Source: an optimization exercise on an open RTL-to-GDS flow (aim: a short achievable clock period and few clock cycles). Production flows keep margins and buffers that such runs may drop.
Only simulation tests tie the RTL to the original design; equivalence was not proved.

==> inputs of exp/delta <==
==> flow/design.v <==
`default_nettype none
module fetch_unit (
  input  logic                   clk,
  input  logic                   reset,
  input  logic                   halt,
  input  logic                   prog_we,
  input  logic [8-1:0] prog_addr,
  input  logic [8-1:0] prog_data,
  output logic                   fetch_valid,
  output logic [8-1:0] fetch_byte,
  output logic [8-1:0] pc
);
  logic [8-1:0] prog_mem [256];
  always_ff @(posedge clk) begin
    if (prog_we) begin
      prog_mem[prog_addr] <= prog_data;
    end
  end
  always_ff @(posedge clk) begin
    fetch_byte <= prog_mem[pc];
  end
  always_ff @(posedge clk) begin
    if (reset) begin
      pc          <= '0;
      fetch_valid <= 1'b0;
    end else begin
      fetch_valid <= 1'b1;
      if (!halt) begin
        pc <= pc + 1'b1;
      end
    end
  end
endmodule
`default_nettype wire
`default_nettype none
module instr_decoder (
  input  logic                     clk,
  input  logic                     reset,
  input  logic                     fetch_valid,
  input  logic [8-1:0]   fetch_byte,
  output logic                     dec_valid,
  output logic [4-1:0]     dec_opcode,
  output logic [2-1:0] dec_dst,
  output logic [2-1:0] dec_src,
  output logic [8-1:0]   dec_constant
);
  localparam logic EXPECT_OPCODE   = 1'b0;
  localparam logic EXPECT_CONSTANT = 1'b1;
  logic                 state;
  logic [4-1:0] byte_opcode;
  logic                 byte_is_ldi;
  logic [4-1:0] byte_legal_opcode;
  assign byte_opcode = fetch_byte[7:4];
  assign byte_is_ldi = (byte_opcode == 4'd1);
  always_comb begin
    case (byte_opcode)
      4'd1, 4'd2, 4'd3, 4'd4, 4'd5,
      4'd6, 4'd7, 4'd8, 4'd15: begin
        byte_legal_opcode = byte_opcode;
      end
      default: begin
        byte_legal_opcode = 4'd0;
      end
    endcase
  end
  always_ff @(posedge clk) begin
    if (reset) begin
      state     <= EXPECT_OPCODE;
      dec_valid <= 1'b0;
    end else begin
      dec_valid <= 1'b0;
      if (fetch_valid) begin
        if (state == EXPECT_OPCODE) begin
          if (byte_is_ldi) begin
            state <= EXPECT_CONSTANT;
          end else begin
            dec_valid <= 1'b1;
          end
        end else begin
          state     <= EXPECT_OPCODE;
          dec_valid <= 1'b1;
        end
      end
    end
  end
  always_ff @(posedge clk) begin
    if (fetch_valid) begin
      if (state == EXPECT_OPCODE) begin
        dec_opcode <= byte_legal_opcode;
        dec_dst    <= fetch_byte[3:2];
        dec_src    <= fetch_byte[1:0];
      end else begin
        dec_constant <= fetch_byte;
      end
    end
  end
endmodule
`default_nettype wire
`default_nettype none
module execute_unit (
  input  logic                      clk,
  input  logic                      reset,
  input  logic                      dec_valid,
  input  logic [4-1:0]      dec_opcode,
  input  logic [2-1:0] dec_dst,
  input  logic [2-1:0] dec_src,
  input  logic [8-1:0]    dec_constant,
  output logic [2:0]                flags,
  output logic [8-1:0]    reg_a,
  output logic [8-1:0]    reg_b,
  output logic [8-1:0]    reg_c,
  output logic [8-1:0]    reg_d
);
  localparam int NUM_REGS = 1 << 2;
  logic [8-1:0] regs [NUM_REGS];
  logic                   flag_halt;
  logic                   flag_negative;
  logic                   flag_carry;
  logic [8-1:0] lhs;
  logic [8-1:0] rhs;
  logic [8:0]   alu_wide;
  logic [8-1:0] alu_result;
  logic                   alu_carry;
  logic                   is_alu_op;
  assign lhs = regs[dec_dst];
  assign rhs = regs[dec_src];
  always_comb begin
    alu_wide  = '0;
    is_alu_op = 1'b1;
    case (dec_opcode)
      4'd3: alu_wide = {1'b0, lhs} + {1'b0, rhs};
      4'd4: begin
        alu_wide = {1'b0, lhs} + {1'b0, rhs} + {{8{1'b0}}, flag_carry};
      end
      4'd5: alu_wide = {1'b0, lhs} - {1'b0, rhs};
      4'd6: alu_wide = {1'b0, lhs & rhs};
      4'd7:  alu_wide = {1'b0, lhs | rhs};
      4'd8: alu_wide = {1'b0, lhs ^ rhs};
      default:     is_alu_op = 1'b0;
    endcase
  end
  assign alu_result = alu_wide[8-1:0];
  assign alu_carry  = alu_wide[8];
  always_ff @(posedge clk) begin
    if (reset) begin
      for (int i = 0; i < NUM_REGS; i++) begin
        regs[i] <= '0;
      end
      flag_halt     <= 1'b0;
      flag_negative <= 1'b0;
      flag_carry    <= 1'b0;
    end else if (dec_valid && !flag_halt) begin
      case (dec_opcode)
        4'd1: regs[dec_dst] <= dec_constant;
        4'd2: regs[dec_dst] <= rhs;
        4'd15: flag_halt <= 1'b1;
        default: begin
          if (is_alu_op) begin
            regs[dec_dst] <= alu_result;
            flag_carry    <= alu_carry;
            flag_negative <= alu_result[8-1];
          end
        end
      endcase
    end
  end
  assign flags = {flag_halt, flag_negative, flag_carry};
  assign reg_a = regs[0];
  assign reg_b = regs[1];
  assign reg_c = regs[2];
  assign reg_d = regs[3];
endmodule
`default_nettype wire
`default_nettype none
module cpu_top (
  input  logic                   clk,
  input  logic                   reset,
  input  logic                   prog_we,
  input  logic [8-1:0] prog_addr,
  input  logic [8-1:0] prog_data,
  output logic [8-1:0] reg_a,
  output logic [8-1:0] reg_b,
  output logic [8-1:0] reg_c,
  output logic [8-1:0] reg_d,
  output logic [2:0]             flags,
  output logic [8-1:0] pc,
  output logic                   halt
);
  logic                      fetch_valid;
  logic [8-1:0]    fetch_byte;
  logic                      dec_valid;
  logic [4-1:0]      dec_opcode;
  logic [2-1:0] dec_dst;
  logic [2-1:0] dec_src;
  logic [8-1:0]    dec_constant;
  fetch_unit u_fetch (
    .clk         (clk),
    .reset       (reset),
    .halt        (flags[2]),
    .prog_we     (prog_we),
    .prog_addr   (prog_addr),
    .prog_data   (prog_data),
    .fetch_valid (fetch_valid),
    .fetch_byte  (fetch_byte),
    .pc          (pc)
  );
  instr_decoder u_decoder (
    .clk          (clk),
    .reset        (reset),
    .fetch_valid  (fetch_valid),
    .fetch_byte   (fetch_byte),
    .dec_valid    (dec_valid),
    .dec_opcode   (dec_opcode),
    .dec_dst      (dec_dst),
    .dec_src      (dec_src),
    .dec_constant (dec_constant)
  );
  execute_unit u_execute (
    .clk          (clk),
    .reset        (reset),
    .dec_valid    (dec_valid),
    .dec_opcode   (dec_opcode),
    .dec_dst      (dec_dst),
    .dec_src      (dec_src),
    .dec_constant (dec_constant),
    .flags        (flags),
    .reg_a        (reg_a),
    .reg_b        (reg_b),
    .reg_c        (reg_c),
    .reg_d        (reg_d)
  );
  assign halt = flags[2];
endmodule
`default_nettype wire
==> flow/run.sh <==
#!/bin/bash
# synth_recipe.tcl (not shown) runs the flow's synth.tcl, then flattens the netlist and writes it again
# the make line also repeats each setting of config.mk as NAME=value (left out here)
make -C /OpenROAD-flow-scripts/flow DESIGN_CONFIG=/design/flow/config.mk WORK_HOME=/design/flow/orfs CLKGATE_MAP_FILE= SYNTH_SCRIPT=/design/flow/synth_recipe.tcl finish
==> flow/config.mk <==
export PLATFORM = sky130hd
export DESIGN_NAME = cpu_top
export DESIGN_NICKNAME = cpu_top
export VERILOG_FILES = /design/flow/design.v
export SDC_FILE = /design/flow/constraint.sdc
export NUM_CORES = 4
export LEC_CHECK = 0
export CAP_MARGIN = 20
export CORE_MARGIN = 2
export CORE_UTILIZATION = 40
export SLEW_MARGIN = 20
==> flow/constraint.sdc <==
create_clock -name core_clock -period 4.5 [get_ports {clk}]
set_input_delay 0.9000 -clock core_clock [delete_from_list [all_inputs] [get_ports {clk}]]
set_output_delay 0.9000 -clock core_clock [all_outputs]
set_load 0.01 [all_outputs]
==> inputs of exp/pepper, as changes to exp/delta <==
--- a/flow/config.mk
+++ b/flow/config.mk
@@ -5,7 +5,10 @@
 export SDC_FILE = /design/flow/constraint.sdc
 export NUM_CORES = 4
 export LEC_CHECK = 0
+export ABC_AREA = 1
+export ABC_CLOCK_PERIOD_IN_PS = 2000
 export CAP_MARGIN = 20
 export CORE_MARGIN = 2
 export CORE_UTILIZATION = 40
+export SETUP_SLACK_MARGIN = 1.0
 export SLEW_MARGIN = 20
==> inputs of exp/zinc, as changes to exp/delta <==
--- a/flow/config.mk
+++ b/flow/config.mk
@@ -5,7 +5,11 @@
 export SDC_FILE = /design/flow/constraint.sdc
 export NUM_CORES = 4
 export LEC_CHECK = 0
+export ABC_AREA = 1
+export ABC_CLOCK_PERIOD_IN_PS = 1500
 export CAP_MARGIN = 20
 export CORE_MARGIN = 2
-export CORE_UTILIZATION = 40
+export CORE_UTILIZATION = 45
+export PLACE_DENSITY = 0.65
+export SETUP_SLACK_MARGIN = 2.0
 export SLEW_MARGIN = 20
==> results.toml <==
[status]
status = "timing/DRC/antenna clean"

[power]
irDropWorstVdd_uv = 419
p_leak_nw = 33.0

[setup_path]
reg2reg_setup_slack_ns = 1.05
cpPeakStageDelay_ns = 0.48

[clock_network]
cts_setup_buffers = 5

[timing]
rsz0062_at_grt = "false"

[hold_path]
min_path_cells = 0

[floorplan]
die_area_sq_mm = 0.223
(the above is from exp/pepper)
==> results.toml <==
[hold_path]
min_path_cells = 2

[job]
max_cap_viol_count = 0

[power]
p_leak_nw = 34.7

[setup_path]
reg2reg_setup_slack_ns = 1.57
cpPeakStageDelay_ns = 0.59

[status]
status = "timing/DRC/antenna clean"

[timing]
worstMarginPinSlew_ns = 1.19
rsz0062_at_grt = "true"

[floorplan]
die_area_sq_mm = 0.198

[grt]
met2_usage_pct = 41.3
(the above is from exp/zinc)
==> results.toml <==
[status]
status = "timing/DRC/antenna clean"

[clock_network]
htree_levels = 4
cts_setup_buffers = 0

[synthesis]
ys.warnings.count = 3

[setup_path]
cpPeakStageDelay_ns = 0.58
reg2reg_setup_slack_ns = 0.49
start_kind = "register"

[timing]
rsz0062_at_grt = "false"
worstMarginPinSlew_ns = 1.06

[hold_path]
min_path_cells = 1

[placement]
numPortBuffers = 62
placed_cells = 7291

[layout]
clk_share_pct = 7.01
reg_top3 = "u_fetch.prog_mem x2048, u_execute.regs x32"

[floorplan]
die_area_sq_mm = 0.215

[power]
p_leak_nw = 30.7
irDropWorstVdd_uv = 411
(the above is from exp/delta)
Testbench counts of exp/delta, summed over its fixed seeds: cycles 24,235.
Testbench counts of exp/pepper, summed over its fixed seeds: cycles 24,235.
Testbench counts of exp/zinc, summed over its fixed seeds: cycles 24,235.

afterwards: timing with drivers on the ports:
How much do the figures lean on ideal ports? The routed layouts below were timed once more, with nothing changed but the port constraints.
Step 1, drivers: a clkbuf_16 drives clk and a buf_2 each remaining input, both assumed.
Step 2 times the ports against the registers' clock, not the clock port: input delays grow and output delays shrink by t, the midpoint of the rising clock arrivals with the driver on.
a / b / c = ideal / step 1 / step 2; a / b = the first two.
| run | t (ns) | slack for setup (ns) | worst register clock-pin slew, ns | worst slew at a driven data input, ns |
|---|---|---|---|---|
| exp/delta | 0.930 | 0.488 / 0.488 / 0.181 | 0.07 / 0.07 | 0.13 |
| exp/pepper | 0.926 | 1.052 / 1.026 / 0.593 | 0.07 / 0.07 | 0.10 |
| exp/zinc | 0.941 | 1.566 / 1.566 / 0.931 | 0.07 / 0.07 | 0.10 |
After both steps setup and hold are still met in every run listed. The setup slack of exp/zinc, which loses most, moves by 0.000 ns with the drivers and by -0.635 ns with both steps.
